This is an optimization exercise on Yosys and OpenROAD, whose aim is small area, a short achievable clock period and few clock cycles, not a production implementation.
Only simulation tests tie the RTL to the original design; equivalence was not proved.
Power and IR drop assume default switching activity.

[flow/config.mk]
export PLATFORM = sky130hd
export DESIGN_NAME = rv_core
export DESIGN_NICKNAME = rv_core
export VERILOG_FILES = /design/flow/design.v
export SDC_FILE = /design/flow/constraint.sdc
export NUM_CORES = 4
export LEC_CHECK = 0
export CAP_MARGIN = 20
export CORE_MARGIN = 2
export CORE_UTILIZATION = 40
export PLACE_DENSITY = 0.6
export SLEW_MARGIN = 20
[flow/constraint.sdc]
create_clock -name core_clock -period 10.0 [get_ports {clk_in}]
set_input_delay 2.0000 -clock core_clock [delete_from_list [all_inputs] [get_ports {clk_in}]]
set_output_delay 2.0000 -clock core_clock [all_outputs]
set_load 0.01 [all_outputs]
[flow/design.v]
package rv_core_pkg;
    typedef enum logic [6:0] {
        OP_ARITH_R = 7'b0110011,
        OP_ARITH_I = 7'b0010011,
        OP_BRANCH  = 7'b1100011,
        OP_JAL     = 7'b1101111,
        OP_JALR    = 7'b1100111,
        OP_LOAD    = 7'b0000011,
        OP_STORE   = 7'b0100011,
        OP_LUI     = 7'b0110111,
        OP_AUIPC   = 7'b0010111
    } opcode_e;
    typedef enum logic [2:0] {
        F3_ADD_SUB = 3'b000,
        F3_SLL     = 3'b001,
        F3_SLT     = 3'b010,
        F3_SLTU    = 3'b011,
        F3_XOR     = 3'b100,
        F3_SRL_SRA = 3'b101,
        F3_OR      = 3'b110,
        F3_AND     = 3'b111
    } funct3_arith_e;
    typedef enum logic [2:0] {
        F3_BEQ  = 3'b000,
        F3_BNE  = 3'b001,
        F3_BLT  = 3'b100,
        F3_BGE  = 3'b101,
        F3_BLTU = 3'b110,
        F3_BGEU = 3'b111
    } funct3_branch_e;
    typedef enum logic [3:0] {
        ST_FETCH      = 4'b0001,
        ST_WAIT_FETCH = 4'b0010,
        ST_EXECUTE    = 4'b0100,
        ST_WAIT_MEM   = 4'b1000
    } core_state_e;
    typedef struct packed {
        logic [6:0] funct7;
        logic [4:0] rs2;
        logic [4:0] rs1;
        logic [2:0] funct3;
        logic [4:0] rd;
        logic [6:0] opcode;
    } instr_r_t;
    typedef struct packed {
        logic [11:0] imm;
        logic [4:0]  rs1;
        logic [2:0]  funct3;
        logic [4:0]  rd;
        logic [6:0]  opcode;
    } instr_i_t;
    typedef union packed {
        instr_r_t r;
        instr_i_t i;
    } instr_word_u;
    typedef struct packed {
        logic             arith_reg;
        logic             arith_imm;
        logic             branch;
        logic             jal;
        logic             jalr;
        logic             lui;
        logic             auipc;
        logic             load;
        logic             store;
        logic [4:0]       rd;
        logic [4:0]       rs1;
        logic [4:0]       rs2;
        logic [2:0]       funct3;
        logic             alt;
        logic [32-1:0] imm;
    } decoded_instr_t;
    typedef struct packed {
        logic [32-1:0] alu_result;
        logic [32-1:0] next_pc;
        logic [32-1:0] data_addr;
    } exec_result_t;
    typedef enum logic [1:0] {
        BUS_NONE  = 2'b00,
        BUS_LOAD  = 2'b01,
        BUS_STORE = 2'b10
    } bus_cmd_e;
    typedef struct packed {
        bus_cmd_e         cmd;
        logic [32-1:0] addr;
        logic [32-1:0] wdata;
    } bus_req_t;
endpackage
`timescale 1ns/1ps
module instr_decode (
    input  rv_core_pkg::instr_word_u    instruction,
    output rv_core_pkg::decoded_instr_t decoded
);
    rv_core_pkg::opcode_e opcode;
    logic                 sign;
    logic [32-1:0]     imm_i;
    logic [32-1:0]     imm_s;
    logic [32-1:0]     imm_b;
    logic [32-1:0]     imm_u;
    logic [32-1:0]     imm_j;
    assign opcode = rv_core_pkg::opcode_e'(instruction.r.opcode);
    assign sign   = instruction.r.funct7[6];
    assign imm_i = {{(32-12){instruction.i.imm[11]}}, instruction.i.imm};
    assign imm_s = {{(32-12){sign}}, instruction.r.funct7, instruction.r.rd};
    assign imm_b = {{(32-12){sign}}, instruction.r.rd[0], instruction.r.funct7[5:0],
                    instruction.r.rd[4:1], 1'b0};
    assign imm_u = {instruction.r.funct7, instruction.r.rs2, instruction.r.rs1,
                    instruction.r.funct3, 12'h000};
    assign imm_j = {{(32-20){sign}}, instruction.r.rs1, instruction.r.funct3,
                    instruction.r.rs2[0], instruction.r.funct7[5:0],
                    instruction.r.rs2[4:1], 1'b0};
    always_comb begin
        decoded.arith_reg = (opcode == rv_core_pkg::OP_ARITH_R);
        decoded.arith_imm = (opcode == rv_core_pkg::OP_ARITH_I);
        decoded.branch    = (opcode == rv_core_pkg::OP_BRANCH);
        decoded.jal       = (opcode == rv_core_pkg::OP_JAL);
        decoded.jalr      = (opcode == rv_core_pkg::OP_JALR);
        decoded.lui       = (opcode == rv_core_pkg::OP_LUI);
        decoded.auipc     = (opcode == rv_core_pkg::OP_AUIPC);
        decoded.load      = (opcode == rv_core_pkg::OP_LOAD);
        decoded.store     = (opcode == rv_core_pkg::OP_STORE);
        decoded.rd        = instruction.r.rd;
        decoded.rs1       = instruction.r.rs1;
        decoded.rs2       = instruction.r.rs2;
        decoded.funct3    = instruction.r.funct3;
        decoded.alt       = instruction.r.funct7[5];
        if (decoded.store) begin
            decoded.imm = imm_s;
        end else if (decoded.branch) begin
            decoded.imm = imm_b;
        end else if (decoded.lui || decoded.auipc) begin
            decoded.imm = imm_u;
        end else if (decoded.jal) begin
            decoded.imm = imm_j;
        end else begin
            decoded.imm = imm_i;
        end
    end
endmodule
`timescale 1ns/1ps
module alu_execute (
    input  rv_core_pkg::decoded_instr_t decoded,
    input  logic [32-1:0]            pc,
    input  logic [32-1:0]            rs1_data,
    input  logic [32-1:0]            rs2_data,
    output rv_core_pkg::exec_result_t   exec
);
    rv_core_pkg::funct3_arith_e  arith_op;
    rv_core_pkg::funct3_branch_e branch_op;
    logic [32-1:0]            operand_b;
    logic [32-1:0]            sum;
    logic [32-1:0]            diff;
    logic                        borrow;
    logic                        zero;
    logic                        overflow;
    logic                        less_signed;
    logic [4:0]                  shamt;
    logic                        branch_taken;
    assign arith_op  = rv_core_pkg::funct3_arith_e'(decoded.funct3);
    assign branch_op = rv_core_pkg::funct3_branch_e'(decoded.funct3);
    assign operand_b = (decoded.arith_reg || decoded.branch) ? rs2_data : decoded.imm;
    assign shamt     = operand_b[4:0];
    assign sum = rs1_data + operand_b;
    assign {borrow, diff} = {1'b0, rs1_data} - {1'b0, operand_b};
    assign zero        = (diff == '0);
    assign overflow    = (rs1_data[32-1] != operand_b[32-1]) &&
                         (diff[32-1] != rs1_data[32-1]);
    assign less_signed = diff[32-1] ^ overflow;
    always_comb begin
        case (arith_op)
            rv_core_pkg::F3_ADD_SUB: exec.alu_result = (decoded.arith_reg && decoded.alt) ? diff : sum;
            rv_core_pkg::F3_SLL:     exec.alu_result = rs1_data << shamt;
            rv_core_pkg::F3_SLT:     exec.alu_result = {{(32-1){1'b0}}, less_signed};
            rv_core_pkg::F3_SLTU:    exec.alu_result = {{(32-1){1'b0}}, borrow};
            rv_core_pkg::F3_XOR:     exec.alu_result = rs1_data ^ operand_b;
            rv_core_pkg::F3_SRL_SRA: begin
                if (decoded.alt) begin
                    exec.alu_result = $signed(rs1_data) >>> shamt;
                end else begin
                    exec.alu_result = rs1_data >> shamt;
                end
            end
            rv_core_pkg::F3_OR:      exec.alu_result = rs1_data | operand_b;
            default:                 exec.alu_result = rs1_data & operand_b;
        endcase
    end
    always_comb begin
        case (branch_op)
            rv_core_pkg::F3_BEQ:  branch_taken = zero;
            rv_core_pkg::F3_BNE:  branch_taken = ~zero;
            rv_core_pkg::F3_BLT:  branch_taken = less_signed;
            rv_core_pkg::F3_BGE:  branch_taken = ~less_signed;
            rv_core_pkg::F3_BLTU: branch_taken = borrow;
            rv_core_pkg::F3_BGEU: branch_taken = ~borrow;
            default:              branch_taken = 1'b0;
        endcase
    end
    always_comb begin
        if (decoded.jal || (decoded.branch && branch_taken)) begin
            exec.next_pc = pc + decoded.imm;
        end else if (decoded.jalr) begin
            exec.next_pc = sum;
        end else begin
            exec.next_pc = pc + 32'(4);
        end
    end
    assign exec.data_addr = sum;
endmodule
`timescale 1ns/1ps
module result_writeback (
    input  logic                        clk_in,
    input  rv_core_pkg::decoded_instr_t decoded,
    input  rv_core_pkg::exec_result_t   exec,
    input  logic [32-1:0]            pc,
    input  logic [32-1:0]            load_data,
    input  logic                        wb_enable,
    input  logic [4:0]                  rd_rs1_index,
    input  logic [4:0]                  rd_rs2_index,
    output logic [32-1:0]            rs1_read,
    output logic [32-1:0]            rs2_read
);
    logic [32-1:0] regs [32];
    logic [32-1:0] wb_value;
    always_comb begin
        if (decoded.lui) begin
            wb_value = decoded.imm;
        end else if (decoded.auipc) begin
            wb_value = pc + decoded.imm;
        end else if (decoded.jal || decoded.jalr) begin
            wb_value = pc + 32'(4);
        end else if (decoded.load) begin
            wb_value = load_data;
        end else begin
            wb_value = exec.alu_result;
        end
    end
    always_ff @(posedge clk_in) begin
        if (wb_enable && (decoded.rd != '0)) begin
            regs[decoded.rd] <= wb_value;
        end
    end
    assign rs1_read = (rd_rs1_index == '0) ? '0 : regs[rd_rs1_index];
    assign rs2_read = (rd_rs2_index == '0) ? '0 : regs[rd_rs2_index];
endmodule
`timescale 1ns/1ps
module wb_bus_master (
    input  logic                  clk_in,
    input  logic                  reset_in,
    input  rv_core_pkg::bus_req_t req,
    output logic                  busy,
    output logic [32-1:0]      rdata,
    output logic                  wb_we,
    output logic                  wb_stb,
    output logic                  wb_cyc,
    output logic [32-1:0]      wb_addr,
    output logic [32-1:0]      wb_wdata,
    input  logic                  wb_ack,
    input  logic [32-1:0]      wb_rdata
);
    logic active;
    assign wb_cyc = active;
    assign wb_stb = active;
    assign busy   = active;
    always_ff @(posedge clk_in) begin
        if (!reset_in) begin
            active <= 1'b0;
            wb_we  <= 1'b0;
        end else if (req.cmd != rv_core_pkg::BUS_NONE) begin
            active <= 1'b1;
            wb_we  <= (req.cmd == rv_core_pkg::BUS_STORE);
        end else if (active && wb_ack) begin
            active <= 1'b0;
            wb_we  <= 1'b0;
        end
    end
    always_ff @(posedge clk_in) begin
        if (req.cmd != rv_core_pkg::BUS_NONE) begin
            wb_addr  <= {req.addr[32-1:2], 2'b00};
            wb_wdata <= req.wdata;
        end
        if (active && wb_ack) begin
            rdata <= wb_rdata;
        end
    end
endmodule
`timescale 1ns/1ps
module core_control (
    input  logic                        clk_in,
    input  logic                        reset_in,
    input  rv_core_pkg::decoded_instr_t decoded,
    input  rv_core_pkg::exec_result_t   exec,
    input  logic                        busy,
    input  logic [32-1:0]            rdata,
    input  logic [32-1:0]            rs1_read,
    input  logic [32-1:0]            rs2_read,
    output rv_core_pkg::instr_word_u    instruction,
    output logic [32-1:0]            pc,
    output logic [32-1:0]            rs1_data,
    output logic [32-1:0]            rs2_data,
    output rv_core_pkg::bus_req_t       bus_req,
    output logic                        wb_enable
);
    rv_core_pkg::core_state_e state;
    logic                     writes_rd;
    logic                     mem_op;
    assign writes_rd = decoded.arith_reg | decoded.arith_imm | decoded.lui | decoded.auipc |
                       decoded.jal | decoded.jalr;
    assign mem_op    = decoded.load | decoded.store;
    assign wb_enable = ((state == rv_core_pkg::ST_EXECUTE) && writes_rd) ||
                       ((state == rv_core_pkg::ST_WAIT_MEM) && decoded.load && !busy);
    always_comb begin
        bus_req.cmd   = rv_core_pkg::BUS_NONE;
        bus_req.addr  = pc;
        bus_req.wdata = rs2_data;
        if (state == rv_core_pkg::ST_FETCH) begin
            bus_req.cmd = rv_core_pkg::BUS_LOAD;
        end else if ((state == rv_core_pkg::ST_EXECUTE) && mem_op) begin
            bus_req.addr = exec.data_addr;
            bus_req.cmd  = decoded.load ? rv_core_pkg::BUS_LOAD : rv_core_pkg::BUS_STORE;
        end
    end
    always_ff @(posedge clk_in) begin
        if (!reset_in) begin
            state <= rv_core_pkg::ST_FETCH;
            pc    <= 32'h0000_0000;
        end else begin
            case (state)
                rv_core_pkg::ST_FETCH: state <= rv_core_pkg::ST_WAIT_FETCH;
                rv_core_pkg::ST_WAIT_FETCH: begin
                    if (!busy) begin
                        state <= rv_core_pkg::ST_EXECUTE;
                    end
                end
                rv_core_pkg::ST_EXECUTE: begin
                    if (mem_op) begin
                        state <= rv_core_pkg::ST_WAIT_MEM;
                    end else begin
                        state <= rv_core_pkg::ST_FETCH;
                        pc    <= exec.next_pc;
                    end
                end
                default: begin
                    if (!busy) begin
                        state <= rv_core_pkg::ST_FETCH;
                        pc    <= exec.next_pc;
                    end
                end
            endcase
        end
    end
    always_ff @(posedge clk_in) begin
        if ((state == rv_core_pkg::ST_WAIT_FETCH) && !busy) begin
            instruction <= rdata;
            rs1_data    <= rs1_read;
            rs2_data    <= rs2_read;
        end
    end
endmodule
`timescale 1ns/1ps
module rv_core (
    input  logic             clk_in,
    input  logic             reset_in,
    output logic             wb_we,
    output logic             wb_stb,
    output logic             wb_cyc,
    output logic [32-1:0] wb_wdata,
    output logic [32-1:0] wb_addr,
    input  logic             wb_ack,
    input  logic [32-1:0] wb_rdata
);
    rv_core_pkg::instr_word_u    instruction;
    rv_core_pkg::decoded_instr_t decoded;
    rv_core_pkg::exec_result_t   exec;
    rv_core_pkg::bus_req_t       bus_req;
    logic [32-1:0]            pc;
    logic [32-1:0]            rs1_data;
    logic [32-1:0]            rs2_data;
    logic [32-1:0]            rs1_read;
    logic [32-1:0]            rs2_read;
    logic [32-1:0]            bus_rdata;
    logic                        bus_busy;
    logic                        wb_enable;
    core_control u_control (
        .clk_in(clk_in), .reset_in(reset_in), .decoded(decoded), .exec(exec),
        .busy(bus_busy), .rdata(bus_rdata), .rs1_read(rs1_read), .rs2_read(rs2_read),
        .instruction(instruction), .pc(pc), .rs1_data(rs1_data), .rs2_data(rs2_data),
        .bus_req(bus_req), .wb_enable(wb_enable)
    );
    instr_decode u_decode (.instruction(instruction), .decoded(decoded));
    alu_execute u_execute (
        .decoded(decoded), .pc(pc), .rs1_data(rs1_data), .rs2_data(rs2_data), .exec(exec)
    );
    result_writeback u_writeback (
        .clk_in(clk_in), .decoded(decoded), .exec(exec), .pc(pc), .load_data(bus_rdata),
        .wb_enable(wb_enable), .rd_rs1_index(bus_rdata[19:15]),
        .rd_rs2_index(bus_rdata[24:20]), .rs1_read(rs1_read), .rs2_read(rs2_read)
    );
    wb_bus_master u_bus (
        .clk_in(clk_in), .reset_in(reset_in), .req(bus_req), .busy(bus_busy),
        .rdata(bus_rdata), .wb_we(wb_we), .wb_stb(wb_stb), .wb_cyc(wb_cyc),
        .wb_addr(wb_addr), .wb_wdata(wb_wdata), .wb_ack(wb_ack), .wb_rdata(wb_rdata)
    );
endmodule
[flow/run.sh]
#!/bin/bash
# synth_recipe.tcl (not shown) runs the flow's synth.tcl, then flattens the netlist and writes it again
# the make line also repeats each setting of config.mk as NAME=value (left out here)
make -C /OpenROAD-flow-scripts/flow DESIGN_CONFIG=/design/flow/config.mk WORK_HOME=/design/flow/orfs CLKGATE_MAP_FILE= SYNTH_SCRIPT=/design/flow/synth_recipe.tcl finish
==> parameters.txt <==
Parameter                              Value

Run status
  Outcome ... complete, no violations

Yosys
  Cell with the most instances after synthesis ... sky130_fd_sc_hd__edfxtp_1
  Area of the mapped netlist ... 68,500 sq um
  Cells taking the most area after synthesis ... sky130_fd_sc_hd__edfxtp_1, sky130_fd_sc_hd__mux4_2, sky130_fd_sc_hd__mux2i_1
  Number of enable-type register cells in the synthesized netlist ... 1,214
  Synth Warn # ... 6
  Register area share after synthesis ... 54.3%
  Synthesized area per cell ... 14.5 sq um
  Number of register bits inferred by synthesis ... 1,252
  Fraction of registers with async set/reset ... 0%
  Most used DFF post-synth ... sky130_fd_sc_hd__edfxtp_1
  Post-synthesis cell count ... 4,733
  Number of distinct standard cells referenced by the synthesized netlist ... 102
  Library cell occupying the most area in the post-synthesis netlist ... sky130_fd_sc_hd__edfxtp_1
  Synth top area share ... 53.2%
  Ranking of synthesized cells by instance count ... sky130_fd_sc_hd__edfxtp_1, sky130_fd_sc_hd__mux4_2, sky130_fd_sc_hd__nor2_1, sky130_fd_sc_hd__a21oi_1, sky130_fd_sc_hd__nand2_1

Timing
  Number of hold-slack violations in the final timing report ... 0
  Setup ws final ... 918 ps
  Pins Over Slew Limit ... 0
  Maximum clock skew at final layout ... 49.0 ps
  Period Utilization, post-route ... 90.8%
  Normalized max-slew margin ... 22.2%
  Fmax ... 110 MHz
  Final setup violation count ... 0
  Minimum clock period after layout ... 9080 ps
  Unrepaired setup endpoints after global routing ... no
  Worst slew pin tran ... 1160 ps
  Sum of negative setup slack ... 0 ps

Clocking
  Quantity of gates resized following cts ... 0
  H-tree levels ... 4
  Number of clock buffers inserted by TritonCTS ... 137
  Clock tree from TritonCTS ... yes
  Post-CTS Setup Bufs ... 0
  Clock sink total ... 1,252
  Clock Root Buffer ... sky130_fd_sc_hd__clkbuf_16
  Clock-pin slew of the registers on the worst-case setup and hold paths ... 60 ps
  Clock network latency to the later pin of the worst-skew pair ... 820 ps
  Count of hold-fix buffers inserted at cts ... 0
  Worst-case clock buffer depth ... 3

Setup path
  R2r worst-path depth ... 32
  Terminus of the critical flop-to-flop path ... u_control.pc[26]$_SDFFE_PN0P_
  Category of the most critical setup path ... flip-flop to flip-flop
  Maximum cell stage delay along the critical path ... 700 ps
  Crit-path leading delay family ... simple AND/OR/NAND/NOR gates
  Setup crit start kind ... flip-flop
  Most frequent cell on the critical path ... sky130_fd_sc_hd__a21oi_1
  Setup slack of the most critical reg-to-reg path ... 920 ps
  Critical path data arrival time ... 9750 ps
  Destination of the critical timing path ... u_control.pc[26]$_SDFFE_PN0P_
  Crit Path Max Fanout ... 29
  Worst setup startpoint ... u_control.instruction[3]$_DFFE_PP_
  Total buffers and inverters traversed by the critical path ... 5
  Worst r2r src ... u_control.instruction[3]$_DFFE_PP_
  Cell type of the slowest stage on the worst timing path ... sky130_fd_sc_hd__o31ai_4
  Type of destination of the critical path ... flip-flop
  CP required ... 10,670 ps
  Worst path depth ... 32

Global route
  Global-route usage over all layers ... 29.1%
  Via count of the first global-routing pass ... 46,500
  Number of antenna violations at the first check in global routing ... 11
  Grt ovf ... 0
  Largest net degree at the start of global routing ... 118
  Global-route wire length before repair ... 359,000 microns

Drt
  Final wirelength ... 255,000 microns
  Number of nets with antenna violations after detailed routing ... 0
  Via count of the routed design ... 47,300
  Average wire length per cell after detail routing ... 35.8 microns
  Detailed-router iteration count before antenna repair ... 6
  Total DRC errors in the routed layout ... 0
  Avg Vias per Cell ... 6.64
  DR iter-0 viols ... 7,181

Floorplanning
  Placeable core region ... 170,000 sq um
  Width of the die ... 418 microns
  Cell row count ... 151
  Ports ... 102
  Die area ... 175,000 sq um
  Starting density of the core ... 40.4%
  Height of the chip ... 418 microns

Layout
  Number of cells in the finished layout apart from fillers ... 7,130
  Fill cell instance count of the final layout ... 14,800
  Sequential cell area in the final layout ... 37,200 sq um
  Layout net count ... 4,959
  Layout cells sized above 1 ... 23.1%
  Area used by multi-input combinational logic ... 30,000 sq um
  Area grow syn2layout ... 13.1%

Placed design
  # port buffers ... 99
  Final weighted congestion in routability-driven placement ... 1.04
  Worst slack at placement ... 1200 ps
  DPL Wire Length ... 168,000 microns
  Placed Instances ... 6,881

Run
  Number of max-capacitance violations reported ... 0

Hold path
  Path class of the lowest-slack min-delay path ... flip-flop to flip-flop

Power and ir drop
  Cell Pwr Density ... 218 nW/um^2
  Leakage power of the design ... 0.0258 uW
  Worst-case vdd ir drop ... 136 uV
==> cell usage in the layout (no fill, tap or decap), types with 38 or more instances in the layout <==
master	instances
sky130_fd_sc_hd__a211oi_1	49
sky130_fd_sc_hd__a21oi_1	311
sky130_fd_sc_hd__buf_4	141
sky130_fd_sc_hd__clkbuf_16	142
sky130_fd_sc_hd__clkdlybuf4s50_1	99
sky130_fd_sc_hd__dfxtp_1	38
sky130_fd_sc_hd__edfxtp_1	1214
sky130_fd_sc_hd__ha_1	120
sky130_fd_sc_hd__inv_1	130
sky130_fd_sc_hd__mux2i_1	166
sky130_fd_sc_hd__mux4_2	642
sky130_fd_sc_hd__nand2_1	308
sky130_fd_sc_hd__nand3_1	62
sky130_fd_sc_hd__nor2_1	305
sky130_fd_sc_hd__nor3_1	65
sky130_fd_sc_hd__o21ai_0	198
sky130_fd_sc_hd__xnor2_1	80
==> where the power goes <==
part           internal (uW)  total (uW)  switching [uW]
Combinational           1660        4890            3230
Sequential              6460        6740             276
Clock                   3110        5280            2180
Total                  11200       16900            5680
==> sequential cells by signal (all words and copies together), names as in the netlist <==
name,cells
u_bus.active,1
u_bus.rdata,32
u_bus.wb_addr,30
u_bus.wb_wdata,32
u_bus.wb_we,1
u_control.instruction,32
u_control.pc,32
u_control.rs1_data,32
u_control.rs2_data,32
u_control.state,4
u_writeback.regs,1024
==> stage by stage <==
step | utilization (%) | hold slack, ps | instance area, sq um | total power (uW)
2_1_floorplan | - | 421 | 68600 | 9550
3_3_place_gp | 42.9 | 513 | 72700 | 11600
3_5_place_dp | 42.9 | 520 | 72700 | 11600
4_1_cts | 45.6 | 505 | 77400 | 16900
5_1_grt | 45.6 | 525 | 77400 | 17400
6_report | 45.6 | 510 | 77400 | 16900
==> final cells by class <==
class | instances | share of cell area [%]
diodes | 3 | 0.00969
flip-flops and latches | 1252 | 48.1
clock inverters | 85 | 1.34
clock buffers | 161 | 4.69
repair buffers | 252 | 2.94
multi-input cells | 3022 | 38.7
inverters | 137 | 0.664
well taps | 2218 | 3.58
==> layer usage <==
metal  vias to the layer above  wire length [microns]  global-route usage [%]
li1                      19200                      -                       -
met3                       632                  24500                    5.48
met1                     24500                  97500                    39.1
met4                         8                  15000                    14.8
met2                      2953                 118000                    45.4
met5                         -                     43                       0
==> worst reg2reg max path: cells and delay by family (launching register included) <==
family | cells | cell delay, ps
AND/OR/NAND/NOR | 13 | 3580
buffers and inverters | 5 | 1370
AO/OA/AOI/OAI | 12 | 2670
adder cells (fa/ha/maj) | 2 | 800
flip-flops | 1 | 550
==> cells by family (layout without fill, tap and decap cells) <==
| group | after synthesis | in the layout | synth area share (%) |
|---|---|---|---|
| xor gates and xnor gates | 111 | 111 | 1.43 |
| muxes | 833 | 833 | 24.0 |
| adders and majority gates | 125 | 125 | 2.29 |
| AOI/OAI and AO/OA | 933 | 933 | 8.64 |
| buffers and inverters | 492 | 635 | 2.78 |
| other | 1 | 37 | 0.00548 |
| and+or+nand+nor | 986 | 986 | 6.55 |
| DFF | 1252 | 1252 | 54.3 |
==> worst min-delay path by stage <==
stage / to / slack, ps / cells after the start / startpoint
after floorplan: u_control.instruction[12]$_DFFE_PP_ / 420 / 0 / u_bus.rdata[12]$_DFFE_PP_
after global placement: u_control.pc[14]$_SDFFE_PN0P_ / 510 / 2 / u_control.pc[14]$_SDFFE_PN0P_
after detailed placement: u_bus.wb_wdata[4]$_DFFE_PP_ / 520 / 0 / u_control.rs2_data[4]$_SDFFCE_PN0P_
after CTS: u_bus.wb_wdata[4]$_DFFE_PP_ / 510 / 0 / u_control.rs2_data[4]$_SDFFCE_PN0P_
after global routing: u_bus.wb_wdata[4]$_DFFE_PP_ / 530 / 0 / u_control.rs2_data[4]$_SDFFCE_PN0P_
final: u_bus.wb_wdata[4]$_DFFE_PP_ / 510 / 0 / u_control.rs2_data[4]$_SDFFCE_PN0P_
Testbench counts, summed over its fixed seeds: cycles 48,186.

-- separate check: timing with driven ports --
The flow's constraints put no driver on any port. The routed layout listed below was extracted and timed again, unchanged, in two steps.
Step 1 (the two cells are an assumption about what drives the block):
set clk [get_ports {clk_in}]
set_driving_cell -lib_cell sky130_fd_sc_hd__clkbuf_16 $clk
set_driving_cell -lib_cell sky130_fd_sc_hd__buf_2 [delete_from_list [all_inputs] $clk]
Step 2 adds t to the input delays and takes it off the output delays; t is the mean of the earliest and latest rising clock arrival at the registers after step 1. Input paths then give back, and output paths get back, about the clock's delay inside the block.
a / b / c = ideal / step 1 / step 2; a / b = the first two.
t (ns): 0.875
slack for setup (ns): 0.918 / 0.918 / 0.918
hold slack, ns: 0.510 / 0.510 / 0.510
pins driven straight from the clock port: 1
After both steps setup and hold are still met in this run. For this run, drivers alone change the setup slack by 0.000 ns; drivers and shift together by 0.000 ns.
